Context: an optimization exercise on an open-source flow, tuned for small area. The choices shown serve that exercise and are no tape-out recipe. Only simulation tests tie the RTL to the original design; equivalence was not proved. No activity file was given, so power comes from the tool's default toggle rates.

[flow/design.v]
module conv_top (
    input  logic        clk,
    input  logic        reset,
    input  logic [7:0]  in_data,
    input  logic [3:0]  in_user,
    input  logic        in_valid,
    output logic        in_ready,
    output logic [20:0] out_data,
    output logic        out_valid,
    input  logic        out_ready
);
    localparam logic [1:0] S_IDLE  = 2'd0;
    localparam logic [1:0] S_LOADW = 2'd1;    
    localparam logic [1:0] S_PIX   = 2'd2;
    localparam logic [1:0] S_SCAN  = 2'd3;
    logic [7:0]  pr [0:26];
    logic [7:0]  wr [0:15];
    logic [4:0]  pos;       
    logic [3:0]  wslot;     
    logic [1:0]  st;
    logic        done;      
    logic [1:0]  kc;        
    logic [2:0]  row, col;
    logic [7:0]  bias;
    logic [19:0] acc;
    logic        ov;
    logic [5:0]  sc;        
    logic        take, a27, a1, needwin, start, scanning, ins_p, ins_w;
    logic        ring_match, in_match, wbit, m, neg, shift, last_pix;
    logic [7:0]  p_op, w_op;
    logic [2:0]  pass;
    logic [7:0]  addend;
    logic [19:0] acc_s;
    logic [8:0]  lo9;
    logic [4:0]  hi_next;
    logic        a_inc, a_dec;
    assign a27      = (pos == 5'd0);
    assign a1       = (pos == 5'd26);
    function automatic logic ge2(input logic [1:0] x, input logic [1:0] y);
        ge2 = (x[1] & ~y[1]) | (~(x[1] ^ y[1]) & (x[0] | ~y[0]));
    endfunction
    assign needwin  = (row[2] || ge2(row[1:0], ~kc)) && (col[2] || ge2(col[1:0], ~kc));
    assign last_pix = (row == 3'd7) && (col == 3'd7);
    assign pass     = sc[5:3];
    always_comb begin
        case (st)
            S_LOADW: in_ready = row[2] || (wslot == {row[1:0], col[1:0]});
            S_PIX:   in_ready = a27 && (!needwin || done);
            default: in_ready = 1'b0;
        endcase
    end
    assign take  = in_valid && in_ready;
    assign ins_p = take && (st == S_PIX);
    assign ins_w = take && (st == S_LOADW) && !row[2];
    assign start    = (st == S_PIX) && in_valid && needwin && !done && !ov && a27;
    assign scanning = start || (st == S_SCAN);
    assign ring_match = (wslot[2:0] == {pos[3], pos[1:0]}) && !pos[2] &&
                        ge2(pos[4:3], kc) && ge2(pos[1:0], kc);
    assign in_match   = (wslot[2:0] == 3'd7) && a1;
    assign w_op       = (wslot[3] == pos[4]) ? wr[15] : wr[7];    
    assign wbit       = w_op[pass];
    assign m          = scanning && (ring_match || in_match) && wbit;
    assign neg        = (pass == 3'd7);
    assign shift      = (st == S_SCAN) && a27 && (sc[2:0] == 3'd0) && (pass != 3'd0);
    assign p_op   = in_match ? in_data : pr[26];
    assign addend = m ? (p_op ^ {8{neg}}) : 8'd0;
    always_comb begin
        if (start)      acc_s = {{5{bias[7]}}, bias, acc[6:0]};
        else if (shift) acc_s = {acc[19], acc[19:1]};
        else            acc_s = acc;
    end
    always_comb begin
        logic c;
        c = m && neg;
        for (int i = 0; i < 8; i++) begin
            lo9[i] = acc_s[7+i] ^ addend[i] ^ c;
            c      = (acc_s[7+i] & addend[i]) | (c & (acc_s[7+i] ^ addend[i]));
        end
        lo9[8] = c;
    end
    assign a_dec   = addend[7] & ~lo9[8];
    assign a_inc   = lo9[8] & ~addend[7];
    assign hi_next = acc_s[19:15] + {{4{a_dec}}, a_inc | a_dec};
    always_ff @(posedge clk) begin
        pr[0] <= ins_p ? in_data : pr[26];
        for (int i = 1; i < 27; i++) pr[i] <= pr[i-1];
        wr[0] <= ins_w ? in_data : wr[15];
        for (int i = 1; i < 16; i++) wr[i] <= wr[i-1];
    end
    always_ff @(posedge clk) begin
        acc <= {hi_next, lo9[7:0], acc_s[6:0]};
    end
    always_ff @(posedge clk) begin
        if (take && st == S_LOADW && row[2]) bias <= in_data;
    end
    always_ff @(posedge clk) begin
        if (reset) begin
            st    <= S_IDLE;
            pos   <= 5'd0;
            wslot <= 4'd0;
            sc    <= 6'd0;
            done  <= 1'b0;
            ov    <= 1'b0;
        end else begin
            pos   <= (a1 || ins_p) ? 5'd0 : pos + 5'd1;
            wslot <= wslot + 4'd1;
            if (ov && out_ready) ov <= 1'b0;
            if (scanning && a1) sc <= sc + 6'd1;
            case (st)
                S_IDLE: if (in_valid) begin
                    kc  <= 2'd0 - in_user[1:0];
                    row <= {1'b0, 2'd0 - in_user[1:0]};
                    col <= {1'b0, 2'd0 - in_user[1:0]};
                    st  <= S_LOADW;
                end
                S_LOADW: if (take) begin
                    if (row[2]) begin
                        row  <= 3'd0;
                        done <= 1'b0;
                        st   <= S_PIX;
                    end else if (col[1:0] == 2'd3) begin
                        col <= (row[1:0] == 2'd3) ? 3'd0 : {1'b0, kc};
                        row <= row + 3'd1;
                    end else begin
                        col <= col + 3'd1;
                    end
                end
                S_PIX: begin
                    if (take) begin
                        done <= 1'b0;
                        if (done) ov <= 1'b1;
                        col  <= col + 3'd1;
                        if (col == 3'd7) row <= row + 3'd1;
                        if (last_pix) st <= S_IDLE;
                    end else if (start) begin
                        st <= S_SCAN;
                    end
                end
                S_SCAN: if (a1 && sc == 6'd63) begin
                    st   <= S_PIX;
                    done <= 1'b1;
                end
                default: st <= S_IDLE;
            endcase
        end
    end
    assign out_data  = {acc[19], acc};
    assign out_valid = ov;
endmodule
[flow/constraint.sdc]
create_clock -name core_clock -period 9.0 [get_ports {clk}]
set_input_delay 1.8000 -clock core_clock [delete_from_list [all_inputs] [get_ports {clk}]]
set_output_delay 1.8000 -clock core_clock [all_outputs]
set_load 0.01 [all_outputs]
[flow/config.mk]
export PLATFORM = sky130hd
export DESIGN_NAME = conv_top
export DESIGN_NICKNAME = conv_top
export VERILOG_FILES = /design/flow/design.v
export SDC_FILE = /design/flow/constraint.sdc
export NUM_CORES = 4
export LEC_CHECK = 0
export CAP_MARGIN = 20
export CORE_MARGIN = 2
export CORE_UTILIZATION = 40
export CTS_BUF_LIST = sky130_fd_sc_hd__clkbuf_4
export CTS_CLUSTER_DIAMETER = 40
export CTS_CLUSTER_SIZE = 12
export SLEW_MARGIN = 20
[flow/standard.sh]
#!/bin/bash
# synth_recipe.tcl (not shown) runs the flow's synth.tcl, then flattens the netlist and writes it again
# the make line also repeats each setting of config.mk as NAME=value (left out here)
make -C /OpenROAD-flow-scripts/flow DESIGN_CONFIG=/design/flow/config.mk WORK_HOME=/design/flow/orfs CLKGATE_MAP_FILE= SYNTH_SCRIPT=/design/flow/synth_recipe.tcl "${@:-finish}"
[flow/flow/run.sh]
#!/bin/bash
# The standard layout (standard.sh, the standard flow's own ORFS run), with two changes:
#  - port buffers use the smallest buffer cell instead of the flow's default pick
#  - clock tree synthesis does not add dummy loads
# Every tool's full output goes to a log file in the work folder.
set -euo pipefail
export BUFFER_PORTS_ARGS="-inputs -outputs -buffer_cell sky130_fd_sc_hd__buf_1"
export CTS_ARGS="-sink_clustering_enable -repair_clock_nets -dont_use_dummy_load -buf_list sky130_fd_sc_hd__clkbuf_4 -sink_clustering_size 12 -sink_clustering_max_diameter 40"
bash standard.sh finish > flow.log 2>&1
==> results of run 1 <==
==> worst register-to-register path, cell delays in order (launching register included) <==
cell      delay, ns
dfxtp_1        0.47
xor2_1         0.59
mux4_2         0.63
o311ai_4       0.45
nor2_1         0.15
fa_1           0.43
fa_1           0.40
fa_1           0.39
fa_1           0.38
fa_1           0.40
fa_1           0.39
fa_1           0.40
inv_1          0.09
fa_1           0.17
ha_1           0.22
inv_1          0.06
ha_1           0.16
inv_1          0.05
fa_1           0.39
inv_1          0.07
a21o_1         0.11
a21oi_1        0.07
xnor2_1        0.13
xnor2_1        0.13
==> power groups by stage <==
stage / Combinational, mW / Clock (mW) / Sequential (mW)
2_1_floorplan: 0.175 / 0 / 1.93
3_3_place_gp: 0.250 / 0 / 1.93
3_5_place_dp: 0.252 / 0 / 1.93
4_1_cts: 0.253 / 0.748 / 1.89
5_1_grt: 0.289 / 0.815 / 1.90
6_report: 0.252 / 0.706 / 1.89
==> stage by stage <==
stage               total power [mW]  hold WS, ns  util [%]  setup WS (ns)  cells
floorplan                       2.10        0.310         -           2.03    697
global placement                2.18        0.310      42.6           1.50   1061
detailed placement              2.18        0.312      42.6           1.50   1061
CTS                             2.89        0.287      43.9           2.07   1104
global route                    3.00        0.273      43.9           1.74   1105
finish                          2.85        0.289      43.9           2.06   1105
==> cells by family after synthesis <==
group / share of synthesized area (%)
AOI/OAI and AO/OA: 3.80
xor gates and xnor gates: 2.33
adders and majority gates: 4.69
buffers and inverters: 1.50
DFF: 78.1
muxes: 4.76
and+or+nand+nor: 4.78
==> final timing paths <==
check	startpoint	to	slack (ns)
worst max-delay path	in_valid	acc[19]	2.06
worst min register to register	pr[14][7]	pr[15][7]	0.29
worst max register to register	pos[4]	acc[19]	2.15
worst min-delay path	pr[14][7]	pr[15][7]	0.29
==> layout make-up <==
type | count | area, µm²
antenna | 1 | 2.50
clock buffer | 43 | 323
fill | 2337 | 14500
inverter | 28 | 105
multi-input combinational | 259 | 2140
sequential | 399 | 8220
tap | 335 | 419
timing repair buffer | 40 | 165
==> sequential cells by signal (all words and copies together), names as in the netlist <==
signal,cells
wr,128
pr,216
done,1
st,2
ov,1
pos,5
acc,20
bias,8
col,3
sc,6
kc,2
row,3
wslot,4
==> routing by layer <==
metal / share of wire (%) / routed length, µm / vias up
met2: 40 / 6050 / 84
met5: 0 / 0 / -
met4: 2.3 / 344 / 0
met3: 4.3 / 641 / 29
li1: - / - / 2444
met1: 53 / 7920 / 2236
==> cell usage in the layout (no fill, tap or decap), types with 2 or more instances in the layout <==
master,instances
or3_1,4
nor2b_1,2
mux2i_1,23
nand3_1,6
nand2b_1,3
a21o_1,3
buf_1,36
edfxtp_1,23
fa_1,9
dfxtp_1,376
o21ai_0,7
a211oi_1,2
mux4_2,4
xnor2_1,23
ha_1,25
mux2_2,16
and3_1,2
o21ai_1,2
nor2_1,42
clkbuf_4,43
a221oi_1,2
nor3_1,7
inv_1,28
nor4b_2,2
a21oi_1,22
buf_4,4
xor2_1,5
nand2_1,15
and2_1,3
o22ai_1,3
nor3_2,2
==> results.txt, run 1 <==
outcome no timing/DRC/antenna violations; setup repair bufs after CTS 0; sequential share of power 66.3%; initial antenna violation count 1; CTS hold repair buffers 0; number of port buffers 36; syn nets 747; CP Capture Type flip-flop; final wirelength 15.0 mm; GRT busiest layer met1; RSZ-0062 raised after global routing false; Post-synth EDFFs 23; FMAX 0.144 GHz; CP max stage cell fa_1; largest cells by area after synthesis dfxtp_1 (72%), edfxtp_1 (6.6%), ha_1 (3.0%), mux2i_1 (2.2%), xnor2_1 (1.9%); Cell Area, Synth 0.0105 mm²; crit path time final 6.94 ns; met3 Usage GRT 2.96%; Gate Count Post-Synth 697; critical path launch point type primary input; MaxCap Viol Count 0; CTS Buf Count 43; Comb pwr share 8.8%; final period utilization 77.1%; Crit Path Class primary input to flip-flop; part of the Yosys area used for sequential elements 78.1%; initial drt markers 185; Setup Viol. Count Final 0; worst path required time 9.49 ns; first-pass GRT wire length 24.9 mm; GPL Wtd Cong 0.798; Starting Density 40.6%; Netlist cell types 56; Longest Clk Path Bufs 3; die span in y 166 µm; Congestion Overflow GR 0; final instance area 0.0114 mm²; CP Buf/Inv Count 6; CTS tree yes; GRT Overall Usage 11.2%; clk_skew 0.0827 ns; WL/cell 13.5 µm; most used cell, CP fa_1; Clk Latency, worst-skew pair 0.64 ns; # IOs 39; DRC viols 0; Worst R2R Path Depth 23; Max FO, Critical Path 22; most common library cells after synthesis dfxtp_1 (376), nor2_1 (42), inv_1 (28); leak pwr 4.45 nW; Main synth FF type dfxtp_1; fin. max-slew vios 0; Area after DPL 0.0110 mm²; CORE AREA 0.0259 mm²; vias in the first global route 4712; Worst Max-Slew Pin Slew 0.711 ns; post-route ant nets 0; Post-synth ARST share 0%; family with the most delay on the worst path adder cells; largest area contributor in the netlist dfxtp_1; crit path DAT 7.43 ns; net count reported at finish 821; met1 GRT Util 16.5%; CTS resizes 0; CTS H-tree depth 2; WP depth 25; Yosys warning count 3; layout cells sized above 1 10.5%; # rows 59; HP Class flip-flop to flip-flop; post-DR vias/cell 4.34; slowest stage delay, CP 0.45 ns; DR vias 4793; cell with the most instances after synthesis dfxtp_1; Net Sw Frac 24.0%; post-route setup TNS 0 ns; endpoints failing hold 0; Synth Register Bits 399; post-synth top area share 71.6%; Cell Pwr Density 250 mW/mm²; worst slew slack as a fraction of its limit 52.4%; Chip Width 166 µm; syn avg cell area 15.1 µm²; Hold Path Depth 0; DR pass1 iterations 4; DIE AREA 0.0276 mm²; GR Util met2 15.7%; Layout area overhead 8.15%; Net Sw Power 0.682 mW; Clock Power Share 24.8%; largest net degree at the start of global routing 23; Max VDD drop 121 µV; clock slew at reported path FFs 0.11 ns; clk sinks 399; detailed placer's ending HPWL 9.81 mm; internal power 2.16 mW; root buf cell clkbuf_4
==> run 2: changes to the inputs <==
--- a/flow/config.mk
+++ b/flow/config.mk
@@ -10,5 +10,3 @@
 export CORE_UTILIZATION = 40
-export CTS_BUF_LIST = sky130_fd_sc_hd__clkbuf_4
-export CTS_CLUSTER_DIAMETER = 40
-export CTS_CLUSTER_SIZE = 12
+export PLACE_DENSITY = 0.8
 export SLEW_MARGIN = 20
==> run 2 against run 1 <==
Still clean. Hold slack worse by 0.023 ns. Clock-buffer cell count unchanged. Combinational power about the same. Non-clock buffer count down 2. Critical endpoint unchanged. Highest routed layer is now met5.
==> results.txt, run 2 <==
outcome no timing/DRC/antenna violations; critical path launch point type primary input; slowest stage delay, CP 0.45 ns (about the same); Gate Count Post-Synth 697 (unchanged); Congestion Overflow GR 0 (unchanged); crit path time final 6.95 ns (+0.0162 ns); Max FO, Critical Path 22 (unchanged); clock slew at reported path FFs 0.12 ns (about the same); Cell Pwr Density 251 mW/mm² (+0.12%); WP depth 25 (unchanged); Reg with most FFs pr; CP Capture Type flip-flop; vias in the first global route 5096 (+8.1%); detailed placer's ending HPWL 9.99 mm (+1.8%); CTS H-tree depth 2 (unchanged); setup repair bufs after CTS 0 (unchanged); CTS hold repair buffers 0 (unchanged); DIE AREA 0.0276 mm² (unchanged); leak pwr 4.44 nW (-0.20%); CTS tree yes; Critical R2R Capture acc[19]; most common cell after layout, fill and taps aside dfxtp_1; clk_skew 0.0976 ns (+0.0149 ns); CTS Buf Count 43 (unchanged); WL/cell 13.5 µm (-0.19%); worst setup path end acc[19]; Crit Path Class primary input to flip-flop; largest cells by area after synthesis dfxtp_1 (72%), edfxtp_1 (6.6%), ha_1 (3.0%), mux2i_1 (2.2%), xnor2_1 (1.9%); fin. max-slew vios 0 (unchanged); RSZ-0062 raised after global routing false; Max VDD drop 101 µV (-17%); initial drt markers 267 (+44%); FMAX 0.144 GHz (-0.23%); syn avg cell area 15.1 µm² (unchanged); post-route ant nets 0 (unchanged); DRC viols 0 (unchanged); Post-synth ARST share 0% (unchanged); Longest Clk Path Bufs 3 (unchanged); first-pass GRT wire length 24.8 mm (about the same); Chip Width 166 µm (unchanged); CORE AREA 0.0259 mm² (unchanged); post-route setup TNS 0 ns (unchanged); cell with the most instances after synthesis dfxtp_1; root buf cell clkbuf_4; worst slew slack as a fraction of its limit 44.0% (-8.4 points); Starting Density 40.6% (unchanged); Main synth FF type dfxtp_1; top flop regs pr x216, wr x128, acc x20; HP Class flip-flop to flip-flop; r2r setup slk 2.10 ns (-0.05 ns); Layout area overhead 8.04% (about the same); final wirelength 14.9 mm (-0.37%); CP max stage cell fa_1; Setup Viol. Count Final 0 (unchanged); Crit. Startpoint in_valid; endpoints failing hold 0 (unchanged); clk sinks 399 (unchanged); crit path DAT 7.43 ns (about the same); MaxCap Viol Count 0 (unchanged); part of the Yosys area used for sequential elements 78.1% (unchanged); worst hold slack 0.266 ns (-0.0230 ns); Yosys warning count 3 (unchanged); post-synth top area share 71.6% (unchanged); # IOs 39 (unchanged); final period utilization 77.3% (+0.18 points); CP Buf/Inv Count 6 (unchanged); net count reported at finish 819 (-0.24%); Cell Area, Synth 0.0105 mm² (unchanged); die span in y 166 µm (unchanged); Largest register FFs 216 (unchanged); syn nets 747 (unchanged); CTS resizes 0 (unchanged); initial antenna violation count 2 (+1); Synth Register Bits 399 (unchanged); most used cell, CP fa_1; Non-Filler Instances 1103 (-0.18%); worst path required time 9.48 ns (about the same); largest net degree at the start of global routing 23 (unchanged); Fill cells 2272 (-2.8%); # rows 59 (unchanged); Worst R2R Path Depth 23 (unchanged); GRT Overall Usage 11.1% (-0.052 points); post-DR vias/cell 4.42 (+2.0%); commonest cells after routing, fill and taps aside dfxtp_1 (376), clkbuf_4 (43), nor2_1 (42); DR vias 4879 (+1.8%); GPL Wtd Cong 0.823 (+3.0%); Post-synth EDFFs 23 (unchanged); reg2reg start pos[4]; family with the most delay on the worst path adder cells; Clk Latency, worst-skew pair 0.68 ns (+0.04 ns); Netlist cell types 56 (unchanged); largest area contributor in the netlist dfxtp_1; layout cells sized above 1 10.4% (-0.10 points); Worst Max-Slew Pin Slew 0.837 ns (+0.126 ns); most common library cells after synthesis dfxtp_1 (376), nor2_1 (42), inv_1 (28); placed cell count 1059 (-0.19%); DR pass1 iterations 4 (unchanged); number of port buffers 36 (unchanged)
-- run 2: layer usage --
metal	vias to the layer above	GRT usage [%]	wire length [µm]
met5	-	0	12
met1	2284	14.1	6980
met3	56	3.38	758
li1	2441	-	-
met4	2	4.91	525
met2	96	17.6	6630
-- run 2: worst min-delay path by stage --
stage          cells past startpoint  slack [ns]  startpoint         to
3_3_place_gp                       0        0.31   wr[14][4]  wr[15][4]
3_5_place_dp                       0        0.31   pr[11][6]  pr[12][6]
2_1_floorplan                      0        0.31    pr[9][0]  pr[10][0]
5_1_grt                            0        0.27   pr[13][4]  pr[14][4]
4_1_cts                            0        0.26   pr[11][1]  pr[12][1]
6_report                           0        0.27   pr[11][1]  pr[12][1]
-- run 2: power breakdown --
group          switching (mW)  total, mW  internal, mW  leakage, nW
Sequential             0.0433       1.89          1.84         3.24
Combinational           0.155      0.254        0.0983         1.00
Clock                   0.484      0.705         0.221        0.198
-- run 2: cell families (layout without fill, tap and decap cells) --
group / Yosys count / count (layout) / synth area share (%)
DFF: 399 / 399 / 78.1
and+or+nand+nor: 98 / 98 / 4.78
AOI/OAI and AO/OA: 56 / 56 / 3.80
muxes: 43 / 43 / 4.76
buffers and inverters: 39 / 109 / 1.50
adders and majority gates: 34 / 34 / 4.69
xor gates and xnor gates: 28 / 28 / 2.33
other: 0 / 1 / 0
-- run 2: final cells by class --
class / count / area (µm²) / area share (%)
diodes: 1 / 2.50 / 0.0220
flip-flops and latches: 399 / 8220 / 72.3
inverters: 28 / 105 / 0.925
multi-input cells: 259 / 2140 / 18.9
repair buffers: 38 / 150 / 1.32
clock buffers: 43 / 323 / 2.84
well taps: 335 / 419 / 3.69
-- run 2: metrics by stage --
step	util [%]	power, mW	setup WS, ns	area [µm²]
after CTS	43.8	2.89	2.01	11400
after global routing	43.9	2.99	1.68	11400
after global placement	42.6	2.17	1.51	11000
after floorplan	-	2.10	2.03	10500
after detailed placement	42.6	2.18	1.42	11000
final	43.9	2.85	2.05	11400
==> run 3: changes to the inputs <==
--- a/flow/config.mk
+++ b/flow/config.mk
@@ -9,4 +9,4 @@
 export CORE_MARGIN = 2
-export CORE_UTILIZATION = 40
-export PLACE_DENSITY = 0.8
+export CORE_UTILIZATION = 50
+export PLACE_DENSITY = 0.9
 export SLEW_MARGIN = 20
==> run 3 against run 2 <==
Clock skew up 0.014 ns. Critical path depth unchanged. Combinational power hardly changed. Clock-buffer cell count unchanged. Area after synthesis is the same. Clock power shrank 0.9%. Cell area shrank 0.68%. Sequential share of layout area up 0.50 points. Core utilization increased by 10 points. Global-route usage rose by 2.8 points. Setup slack better by 0.094 ns. Via count down 0.45%. Largest power group unchanged.
==> results.txt, run 3 <==
outcome no timing/DRC/antenna violations; CP Capture Type flip-flop; final period utilization 76.2% (-1.0 points); Cell Area, Synth 0.0105 mm² (unchanged); number of port buffers 36 (unchanged); Fill cells 1670 (-26%); Critical R2R Capture acc[19]; post-synth top area share 71.6% (unchanged); Final WS setup 2.14 ns (+0.0942 ns); vias in the first global route 5023 (-1.4%); Layout area overhead 7.31%; Gate Count Post-Synth 697 (unchanged); Starting Density 50.5% (+9.9 points); Post-synth EDFFs 23 (unchanged); family with the most delay on the worst path adder cells; leak pwr 4.44 nW (unchanged); crit path time final 6.86 ns (-0.0942 ns); GR Util met2 22.3% (+4.7 points); Synth Register Bits 399 (unchanged); detailed placer's ending HPWL 9.82 mm (-1.7%); CTS Buf Count 43 (unchanged); placed cell count 999 (-5.7%); largest cells by area after synthesis dfxtp_1 (72%), edfxtp_1 (6.6%), ha_1 (3.0%), mux2i_1 (2.2%), xnor2_1 (1.9%); GRT Overall Usage 13.9% (+2.8 points); Tot Pwr 2.84 mW (-0.32%); layout cells sized above 1 10.4% (unchanged); Crit Path Class primary input to flip-flop; Worst Max-Slew Pin Slew 0.794 ns (-0.0436 ns); WL/cell 14.1 µm (+4.1%); DR pass1 iterations 4 (unchanged); Crit. Startpoint in_valid; DIE AREA 0.0222 mm² (-20%); largest net degree at the start of global routing 23 (unchanged); most used cell, CP fa_1; critical path launch point type primary input; # IOs 39 (unchanged); Post-synth ARST share 0% (unchanged); Largest register FFs 216 (unchanged); slowest stage delay, CP 0.45 ns (about the same); Inserted Diodes 0 (-1); part of the Yosys area used for sequential elements 78.1% (unchanged); Reg with most FFs pr; worst setup path end acc[19]; Max FO, Critical Path 22 (unchanged); most common library cells after synthesis dfxtp_1 (376), nor2_1 (42), inv_1 (28); GRT busiest layer met2; initial antenna violation count 0 (-2); Main synth FF type dfxtp_1; Chip Width 149 µm (-10%); Longest Clk Path Bufs 3 (unchanged); post-route ant nets 0 (unchanged); fin. max-slew vios 0 (unchanged); top flop regs pr x216, wr x128, acc x20; post-route setup TNS 0 ns (unchanged); CTS tree yes; CORE AREA 0.0208 mm² (-20%); reg2reg start wslot[3]; CTS hold repair buffers 0 (unchanged); worst slew slack as a fraction of its limit 47.1% (+3.1 points); FMAX 0.146 GHz (+1.4%); CTS H-tree depth 2 (unchanged); CTS resizes 0 (unchanged); cell with the most instances after synthesis dfxtp_1; clock slew at reported path FFs 0.10 ns (-0.02 ns); Netlist cell types 56 (unchanged); commonest cells after routing, fill and taps aside dfxtp_1 (376), clkbuf_4 (43), nor2_1 (42); Congestion Overflow GR 0 (unchanged); Yosys warning count 3 (unchanged); net count reported at finish 819 (unchanged); setup repair bufs after CTS 0 (unchanged); largest area contributor in the netlist dfxtp_1; root buf cell clkbuf_4; clk_skew 0.112 ns (+0.0140 ns); initial drt markers 212 (-21%); first-pass GRT wire length 24.4 mm (-1.7%); Placement Setup Slack 1.56 ns (+0.138 ns); # rows 53 (-10%); met1 GRT Util 18.3% (+4.2 points); most common cell after layout, fill and taps aside dfxtp_1; die span in y 149 µm (-10%); clk sinks 399 (unchanged); Clk Latency, worst-skew pair 0.66 ns (-0.02 ns); fin util 54.2% (+10 points); GPL Wtd Cong 0.873 (+6.1%); syn nets 747 (unchanged); met3 Usage GRT 3.46% (+0.071 points); HP Class flip-flop to flip-flop; Worst R2R Path Depth 23 (unchanged); MaxCap Viol Count 0 (unchanged); endpoints failing hold 0 (unchanged); worst path required time 9.49 ns (about the same); CP Buf/Inv Count 6 (unchanged); Cell Pwr Density 251 mW/mm² (+0.36%); post-DR vias/cell 4.66 (+5.4%); Setup Viol. Count Final 0 (unchanged); Max VDD drop 78.2 µV (-23%); RSZ-0062 raised after global routing false; syn avg cell area 15.1 µm² (unchanged); Non-Filler Instances 1042 (-5.5%); CP max stage cell fa_1; final wirelength 14.6 mm (-1.7%); WP depth 25 (unchanged); crit path DAT 7.35 ns (-0.08 ns); DR vias 4857 (-0.45%); DRC viols 0 (unchanged); r2r setup slk 2.21 ns (+0.11 ns)
[run 3: stage by stage]
step                instance area [µm²]  hold WS (ns)
floorplan                         10500         0.310
global placement                  11000         0.310
detailed placement                11000         0.312
CTS                               11300         0.273
global route                      11300         0.272
finish                            11300         0.271
[run 3: final cells by class]
class                   instances  area (µm²)  share of cell area, %
clock buffers                  43         323                   2.86
flip-flops and latches        399        8220                   72.8
multi-input cells             259        2140                   19.0
repair buffers                 38         150                   1.33
well taps                     275         344                   3.05
inverters                      28         105                  0.931
[run 3: routing by layer]
layer  share of wire, %  routed length, µm  vias up
met4                2.6                386        0
met5                  0                  0        -
met1                 48               7040     2271
met2                 45               6540      115
li1                   -                  -     2438
met3                4.6                677       33
[run 3: power breakdown]
part           leakage [nW]  internal (mW)  switching [mW]  total, mW
Sequential             3.24           1.84          0.0424       1.89
Clock                 0.198          0.221           0.478      0.699
Combinational          1.00         0.0986           0.153      0.252
[run 3: cells by family after synthesis]
family / after synthesis / synth area share (%)
buf+inv: 39 / 1.50
fa+ha+maj: 34 / 4.69
xor+xnor: 28 / 2.33
simple gates: 98 / 4.78
flops: 399 / 78.1
compound gates: 56 / 3.80
mux: 43 / 4.76
[run 3: how the worst min path moves through the flow]
stage                     cells past startpoint  slack, ns       from   endpoint
after floorplan                               0       0.31   pr[9][0]  pr[10][0]
after global placement                        0       0.31  wr[11][0]  wr[12][0]
after detailed placement                      0       0.31   pr[9][0]  pr[10][0]
after CTS                                     0       0.27   pr[1][5]   pr[2][5]
after global routing                          0       0.27   pr[1][5]   pr[2][5]
final                                         0       0.27   pr[1][5]   pr[2][5]
==> run 4: changes to the inputs <==
--- a/flow/flow/run.sh
+++ b/flow/flow/run.sh
@@ -7,3 +7,3 @@
 export BUFFER_PORTS_ARGS="-inputs -outputs -buffer_cell sky130_fd_sc_hd__buf_1"
-export CTS_ARGS="-sink_clustering_enable -repair_clock_nets -dont_use_dummy_load -buf_list sky130_fd_sc_hd__clkbuf_4 -sink_clustering_size 12 -sink_clustering_max_diameter 40"
+export CTS_ARGS="-sink_clustering_enable -repair_clock_nets -dont_use_dummy_load -buf_list \"sky130_fd_sc_hd__clkbuf_4 sky130_fd_sc_hd__clkbuf_8\" -sink_clustering_buffer sky130_fd_sc_hd__clkbuf_8 -sink_clustering_size 20 -sink_clustering_max_diameter 40"
 bash standard.sh finish > flow.log 2>&1
--- a/flow/config.mk
+++ b/flow/config.mk
@@ -9,4 +9,6 @@
 export CORE_MARGIN = 2
-export CORE_UTILIZATION = 50
-export PLACE_DENSITY = 0.9
+export CORE_UTILIZATION = 40
+export CTS_BUF_LIST = sky130_fd_sc_hd__clkbuf_4
+export CTS_CLUSTER_DIAMETER = 40
+export CTS_CLUSTER_SIZE = 12
 export SLEW_MARGIN = 20
==> run 4 against run 3 <==
First-iteration DRC count down 7.1%. Cell count up 5.3%. Sequential power about the same. Clock skew down 0.051 ns. Clock-buffer cell count down 7. Flip-flop and latch count unchanged. Global-route usage down 2.8 points.
==> results.txt, run 4 <==
setup repair bufs after CTS 0 (unchanged); syn nets 747 (unchanged); Post-synth EDFFs 23 (unchanged); # rows 59 (+11%); DR vias 4727 (-2.7%); most used cell, CP fa_1; syn avg cell area 15.1 µm² (unchanged); HP Class flip-flop to flip-flop; Critical R2R Capture acc[19]; DIE AREA 0.0276 mm² (+24%); FMAX 0.142 GHz (-2.3%); Congestion Overflow GR 0 (unchanged); Hold Path Depth 0 (unchanged); largest net degree at the start of global routing 23 (unchanged); CTS tree yes; Main synth FF type dfxtp_1; Gate Count Post-Synth 697 (unchanged); Worst Max-Slew Pin Slew 0.707 ns (-0.0868 ns); final instance area 0.0115 mm² (+2.3%); cell with the most instances after synthesis dfxtp_1; outcome no timing/DRC/antenna violations; hold path startpoint pr[5][5]; Area after DPL 0.0110 mm² (+0.79%); critical path launch point type primary input; largest area contributor in the netlist dfxtp_1; Clk Latency, worst-skew pair 0.54 ns (-0.12 ns); post-synth top area share 71.6% (unchanged); GPL Wtd Cong 0.798 (-8.6%); met2 routed WL 5.99 mm (-8.5%); worst slew slack as a fraction of its limit 52.7% (+5.6 points); hold endpoint pr[6][5]; Max FO, Critical Path 22 (unchanged); CORE AREA 0.0259 mm² (+24%); Largest register FFs 216 (unchanged); CTS hold repair buffers 0 (unchanged); family with the most delay on the worst path adder cells; post-route ant nets 0 (unchanged); Crit Path Class primary input to flip-flop; root buf cell clkbuf_8; Worst R2R Path Depth 23 (unchanged); CP Buf/Inv Count 6 (unchanged); M1 WL 7.92 mm (+13%); MaxCap Viol Count 0 (unchanged); DRC viols 0 (unchanged); CP max stage cell fa_1; Cell Pwr Density 259 mW/mm² (+3.2%); r2r setup slk 2.15 ns (-0.06 ns); initial antenna violation count 0 (unchanged); clk sinks 399 (unchanged); endpoints failing hold 0 (unchanged); part of the Yosys area used for sequential elements 78.1% (unchanged); slowest stage delay, CP 0.44 ns (about the same); post-route setup TNS 0 ns (unchanged); DR WL met3 662 µm (-2.2%); Post-synth ARST share 0% (unchanged); DR pass1 iterations 4 (unchanged); most common library cells after synthesis dfxtp_1 (376), nor2_1 (42), inv_1 (28); crit path DAT 7.41 ns (+0.06 ns); Final WS setup 1.98 ns (-0.162 ns); layout cells sized above 1 9.71% (-0.72 points); vias in the first global route 4668 (-7.1%); reg2reg start pos[4]; Crit. Startpoint in_valid; fin util 44.6% (-9.6 points); final period utilization 78.0% (+1.8 points); CTS H-tree depth 2 (unchanged); crit path time final 7.02 ns (+0.162 ns); die span in y 166 µm (+11%); Longest Clk Path Bufs 3 (unchanged); final wirelength 14.9 mm (+1.9%); top layer in use met4; clock slew at reported path FFs 0.10 ns (about the same); CTS resizes 0 (unchanged); Setup Viol. Count Final 0 (unchanged); Starting Density 40.6% (-9.9 points); worst path required time 9.39 ns (-0.10 ns); largest cells by area after synthesis dfxtp_1 (72%), edfxtp_1 (6.6%), ha_1 (3.0%), mux2i_1 (2.2%), xnor2_1 (1.9%); WL/cell 13.6 µm (-3.2%); CTS Buf Count 36 (-16%); Chip Width 166 µm (+11%); Max VDD drop 126 µV (+61%); Yosys warning count 3 (unchanged); number of port buffers 36 (unchanged); Tot Pwr 3.00 mW (+5.6%); GRT Overall Usage 11.1% (-2.8 points); Synth Register Bits 399 (unchanged); Placement Setup Slack 1.50 ns (-0.0563 ns); most common cell after layout, fill and taps aside dfxtp_1; Cell Area, Synth 0.0105 mm² (unchanged); clk_skew 0.0602 ns (-0.0514 ns); Inserted Diodes 0 (unchanged); Layout area overhead 9.77%; initial drt markers 197 (-7.1%); top flop regs pr x216, wr x128, acc x20; fin. max-slew vios 0 (unchanged); commonest cells after routing, fill and taps aside dfxtp_1 (376), nor2_1 (42), clkbuf_8 (36), buf_1 (36), inv_1 (28); leak pwr 4.51 nW (+1.6%); first-pass GRT wire length 24.7 mm (+1.1%); # IOs 39 (unchanged); detailed placer's ending HPWL 9.81 mm (-0.11%); Reg with most FFs pr; Netlist cell types 56 (unchanged); net count reported at finish 814 (-0.61%); RSZ-0062 raised after global routing false; post-DR vias/cell 4.31 (-7.6%); Fill cells 2315 (+39%); CP Capture Type flip-flop
==> run 4: cell counts after synthesis <==
No cell type changed its count.
==> run 4: layout make-up <==
cell class	instances	area (µm²)	area share, %
repair buffers	40	165	1.43
clock buffers	36	495	4.29
multi-input cells	259	2140	18.5
flip-flops and latches	399	8220	71.2
inverters	28	105	0.910
well taps	335	419	3.63
==> run 4: layer usage <==
metal,vias to the layer above,track usage [%]
met5,-,0
met4,0,4.16
met3,32,2.91
met2,71,15.7
met1,2213,16.5
li1,2411,-
==> run 4: kinds of logic after synthesis <==
family,count (synthesis),synth area share (%)
compound gates,56,3.80
xor+xnor,28,2.33
fa+ha+maj,34,4.69
buf+inv,39,1.50
flops,399,78.1
mux,43,4.76
simple gates,98,4.78
==> run 4: worst max-delay path by stage <==
stage | endpoint | slack [ns] | cells after the start
6_report | acc[19] | 1.98 | 25
5_1_grt | acc[19] | 1.67 | 25
4_1_cts | acc[19] | 2.01 | 25
3_5_place_dp | acc[19] | 1.50 | 25
3_3_place_gp | acc[19] | 1.50 | 25
2_1_floorplan | acc[19] | 2.03 | 24
==> run 4: worst reg2reg max path: stages, from the launching register on <==
cell and delay (ns):
dfxtp_1 0.45, xor2_1 0.59, mux4_2 0.63, o311ai_4 0.46, nor2_1 0.15, fa_1 0.43
fa_1 0.40, fa_1 0.39, fa_1 0.38, fa_1 0.40, fa_1 0.39, fa_1 0.40
inv_1 0.09, fa_1 0.17, ha_1 0.22, inv_1 0.06, ha_1 0.16, inv_1 0.05
fa_1 0.39, inv_1 0.07, a21o_1 0.11, a21oi_1 0.07, xnor2_1 0.13, xnor2_1 0.13
==> run 4: power by group <==
group | leakage (nW) | internal (mW) | switching, mW
logic | 1.01 | 0.0987 | 0.153
registers | 3.24 | 1.84 | 0.0438
clock network | 0.259 | 0.358 | 0.497
total | 4.51 | 2.30 | 0.694
==> run 4: per-stage QoR <==
stage / hold WS, ns / std cells
3_3_place_gp: 0.310 / 1061
3_5_place_dp: 0.312 / 1061
4_1_cts: 0.260 / 1097
2_1_floorplan: 0.310 / 697
6_report: 0.257 / 1097
5_1_grt: 0.262 / 1097
==> run 5: changes to the inputs <==
==> flow/flow/run.sh (replaced) <==
#!/bin/bash
# The standard layout (standard.sh, the standard flow's own ORFS run), with two changes:
#  - port buffers use the smallest buffer cell instead of the flow's default pick
#  - clock tree synthesis does not add dummy loads
# Every tool's full output goes to a log file in the work folder.
set -euo pipefail
export BUFFER_PORTS_ARGS="-inputs -outputs -buffer_cell sky130_fd_sc_hd__buf_1"
export CTS_ARGS="-sink_clustering_enable -repair_clock_nets -dont_use_dummy_load -buf_list sky130_fd_sc_hd__clkbuf_4 -sink_clustering_size 12 -sink_clustering_max_diameter 40 -root_buf sky130_fd_sc_hd__clkbuf_8"
bash standard.sh finish > flow.log 2>&1
==> run 5 against run 4 <==
Still clean on timing, DRC and antenna. Core utilization is 0.55 points lower. Critical path depth stayed put. Setup slack worse by 0.0046 ns. Hold slack improved by 0.032 ns. Fmax hardly changed. First-iteration DRC count increased by 1.0%. Wire length grew 0.10%. Cell area down 1.2%. Sequential share of layout area increased by 0.88 points. Combinational power barely moved. Power shrank 4.0%. Flip-flop and latch count unchanged. Critical endpoint unchanged.
==> results.txt, run 5 <==
vias in the first global route 4715 (+1.0%); number of port buffers 36 (unchanged); largest cells by area after synthesis dfxtp_1 (72%), edfxtp_1 (6.6%), ha_1 (3.0%), mux2i_1 (2.2%), xnor2_1 (1.9%); top flop regs pr x216, wr x128, acc x20; # rows 59 (unchanged); internal power 2.19 mW (-4.8%); final wirelength 14.9 mm (+0.10%); RSZ-0062 raised after global routing false; CP Capture Type flip-flop; Post-synth EDFFs 23 (unchanged); most common library cells after synthesis dfxtp_1 (376), nor2_1 (42), inv_1 (28); Congestion Overflow GR 0 (unchanged); largest area contributor in the netlist dfxtp_1; Reg with most FFs pr; initial drt markers 199 (+1.0%); CTS resizes 0 (unchanged); post-DR vias/cell 4.34 (+0.63%); sequential share of power 65.7% (+2.6 points); Net Sw Power 0.685 mW (-1.3%); GRT Overall Usage 11.1% (about the same); CTS H-tree depth 2 (unchanged); Cell Pwr Density 252 mW/mm² (-2.8%); GPL Wtd Cong 0.798 (unchanged); Crit Path Class primary input to flip-flop; Max VDD drop 122 µV (-3.4%); final period utilization 78.1% (about the same); clock slew at reported path FFs 0.11 ns (about the same); # IOs 39 (unchanged); Layout area overhead 8.42%; first-pass GRT wire length 24.9 mm (+0.61%); clk sinks 399 (unchanged); largest net degree at the start of global routing 23 (unchanged); DIE AREA 0.0276 mm² (unchanged); root buf cell clkbuf_8; Final WS setup 1.97 ns (-0.00461 ns); Tot Pwr 2.88 mW (-4.0%); Starting Density 40.6% (unchanged); Clk Latency, worst-skew pair 0.53 ns (about the same); Largest register FFs 216 (unchanged); Inserted Diodes 0 (unchanged); crit path time final 7.03 ns (+0.00461 ns); post-synth top area share 71.6% (unchanged); final instance area 0.0114 mm² (-1.2%); die span in y 166 µm (unchanged); Worst Max-Slew Pin Slew 0.715 ns (+0.00849 ns); setup repair bufs after CTS 0 (unchanged); DRC viols 0 (unchanged); syn nets 747 (unchanged); cell with the most instances after synthesis dfxtp_1; Net Sw Frac 23.8% (+0.66 points); endpoints failing hold 0 (unchanged); fin. max-slew vios 0 (unchanged); FMAX 0.142 GHz (about the same); Max FO, Critical Path 22 (unchanged); Synth Register Bits 399 (unchanged); Yosys warning count 3 (unchanged); HP Class flip-flop to flip-flop; part of the Yosys area used for sequential elements 78.1% (unchanged); CTS tree yes; Chip Width 166 µm (unchanged); Cell Area, Synth 0.0105 mm² (unchanged); Placement Setup Slack 1.50 ns (unchanged); Fill cells 2333 (+0.78%); Netlist cell types 56 (unchanged); detailed placer's ending HPWL 9.81 mm (unchanged); clk_skew 0.0675 ns (+0.00728 ns); Main synth FF type dfxtp_1; commonest cells after routing, fill and taps aside dfxtp_1 (376), nor2_1 (42), clkbuf_4 (38); DR vias 4787 (+1.3%); most common cell after layout, fill and taps aside dfxtp_1; fin util 44.0% (-0.55 points); CTS hold repair buffers 0 (unchanged); net count reported at finish 821 (+0.86%); critical path launch point type primary input; outcome no timing/DRC/antenna violations; post-route ant nets 0 (unchanged); MaxCap Viol Count 0 (unchanged); WL/cell 13.5 µm (-0.53%); Longest Clk Path Bufs 3 (unchanged); Post-synth ARST share 0% (unchanged); crit path DAT 7.42 ns (about the same); Worst R2R Path Depth 23 (unchanged); syn avg cell area 15.1 µm² (unchanged); post-route setup TNS 0 ns (unchanged); leak pwr 4.46 nW (-1.1%); initial antenna violation count 0 (unchanged); Hold Path Depth 0 (unchanged); worst path required time 9.40 ns (about the same); Area after DPL 0.0110 mm² (unchanged); DR pass1 iterations 4 (unchanged); CTS Buf Count 43 (+19%); Clock Power Share 25.6% (-2.9 points); Comb pwr share 8.8% (+0.4 points); Gate Count Post-Synth 697 (unchanged); worst slew slack as a fraction of its limit 52.1% (-0.57 points); Setup Viol. Count Final 0 (unchanged); CORE AREA 0.0259 mm² (unchanged); layout cells sized above 1 10.5% (+0.82 points)
## run 5: cell counts after synthesis
No cell type changed its count.
## run 5: cell families after synthesis
family / count (synthesis) / share of synthesized area [%]
mux: 43 / 4.76
xor+xnor: 28 / 2.33
buf+inv: 39 / 1.50
simple gates: 98 / 4.78
fa+ha+maj: 34 / 4.69
compound gates: 56 / 3.80
flops: 399 / 78.1
## run 5: per-stage QoR
step	hold slack [ns]	instances
after floorplan	0.310	697
after global placement	0.310	1061
after detailed placement	0.312	1061
after CTS	0.287	1104
after global routing	0.273	1104
final	0.289	1104
## run 5: power by group through the flow
stage / Combinational, mW / Sequential [mW] / Clock [mW]
final: 0.252 / 1.89 / 0.735
after global routing: 0.289 / 1.90 / 0.845
after CTS: 0.253 / 1.89 / 0.778
after detailed placement: 0.252 / 1.93 / 0
after global placement: 0.250 / 1.93 / 0
after floorplan: 0.175 / 1.93 / 0
## run 5: cell type report
cell class / count / area, µm² / share of cell area (%)
well taps: 335 / 419 / 3.68
multi-input cells: 259 / 2140 / 18.8
inverters: 28 / 105 / 0.922
flip-flops and latches: 399 / 8220 / 72.1
repair buffers: 40 / 165 / 1.45
clock buffers: 43 / 354 / 3.11
## run 5: worst max-delay path, stage by stage
cell and delay (ns):
buf_1 0.23, nor4b_2 0.39, nand2_1 0.10, buf_4 0.24
nor2_1 0.12, a21oi_1 0.07, fa_1 0.45, fa_1 0.40
fa_1 0.39, fa_1 0.38, fa_1 0.40, fa_1 0.39
fa_1 0.40, inv_1 0.09, fa_1 0.17, ha_1 0.22
inv_1 0.06, ha_1 0.16, inv_1 0.05, fa_1 0.39
inv_1 0.07, a21o_1 0.11, a21oi_1 0.07, xnor2_1 0.13
xnor2_1 0.13
## run 5: final timing paths
kind	endpoint	slack (ns)	from
setup / recovery	acc[19]	1.97	in_valid
setup reg to reg	acc[19]	2.15	pos[4]
hold reg to reg	pr[15][7]	0.29	pr[14][7]
hold / removal	pr[15][7]	0.29	pr[14][7]
## run 5: per-layer routing
| layer | global-route usage (%) | wire, µm | part of all wire, % | vias to the layer above |
|---|---|---|---|---|
| li1 | - | - | - | 2445 |
| met1 | 16.5 | 7960 | 53 | 2233 |
| met2 | 15.7 | 6010 | 40 | 80 |
| met3 | 2.96 | 636 | 4.3 | 29 |
| met4 | 4.05 | 332 | 2.2 | 0 |
| met5 | 0 | 0 | 0 | - |

==> port drivers added, routing unchanged <==
Ports are ideal in the flow. The routed layouts listed here were re-timed in OpenROAD.
Step 1, drivers: a clkbuf_16 drives clk and a buf_2 each remaining input, both assumed.
Step 2 times the ports against the registers' clock, not the clock port: input delays grow and output delays shrink by t, the midpoint of the rising clock arrivals with the driver on.
a / b / c = ideal ports / drivers / drivers and shift; a / b = the first two.
| run | shift t [ns] | setup slack, ns | latest minus earliest clock arrival (ns) |
|---|---|---|---|
| run 1 | 0.644 | 2.061 / 2.079 / 1.435 | 0.086 / 0.086 |
| run 2 | 0.672 | 2.045 / 2.063 / 1.391 | 0.103 / 0.104 |
| run 3 | 0.641 | 2.139 / 2.151 / 1.510 | 0.112 / 0.111 |
| run 4 | 0.551 | 1.978 / 1.994 / 1.443 | 0.084 / 0.084 |
| run 5 | 0.538 | 1.973 / 1.988 / 1.450 | 0.071 / 0.071 |
After both steps setup and hold are still met in every run listed. For run 2, which loses most, drivers alone change the setup slack by +0.018 ns; drivers and shift together by -0.654 ns.
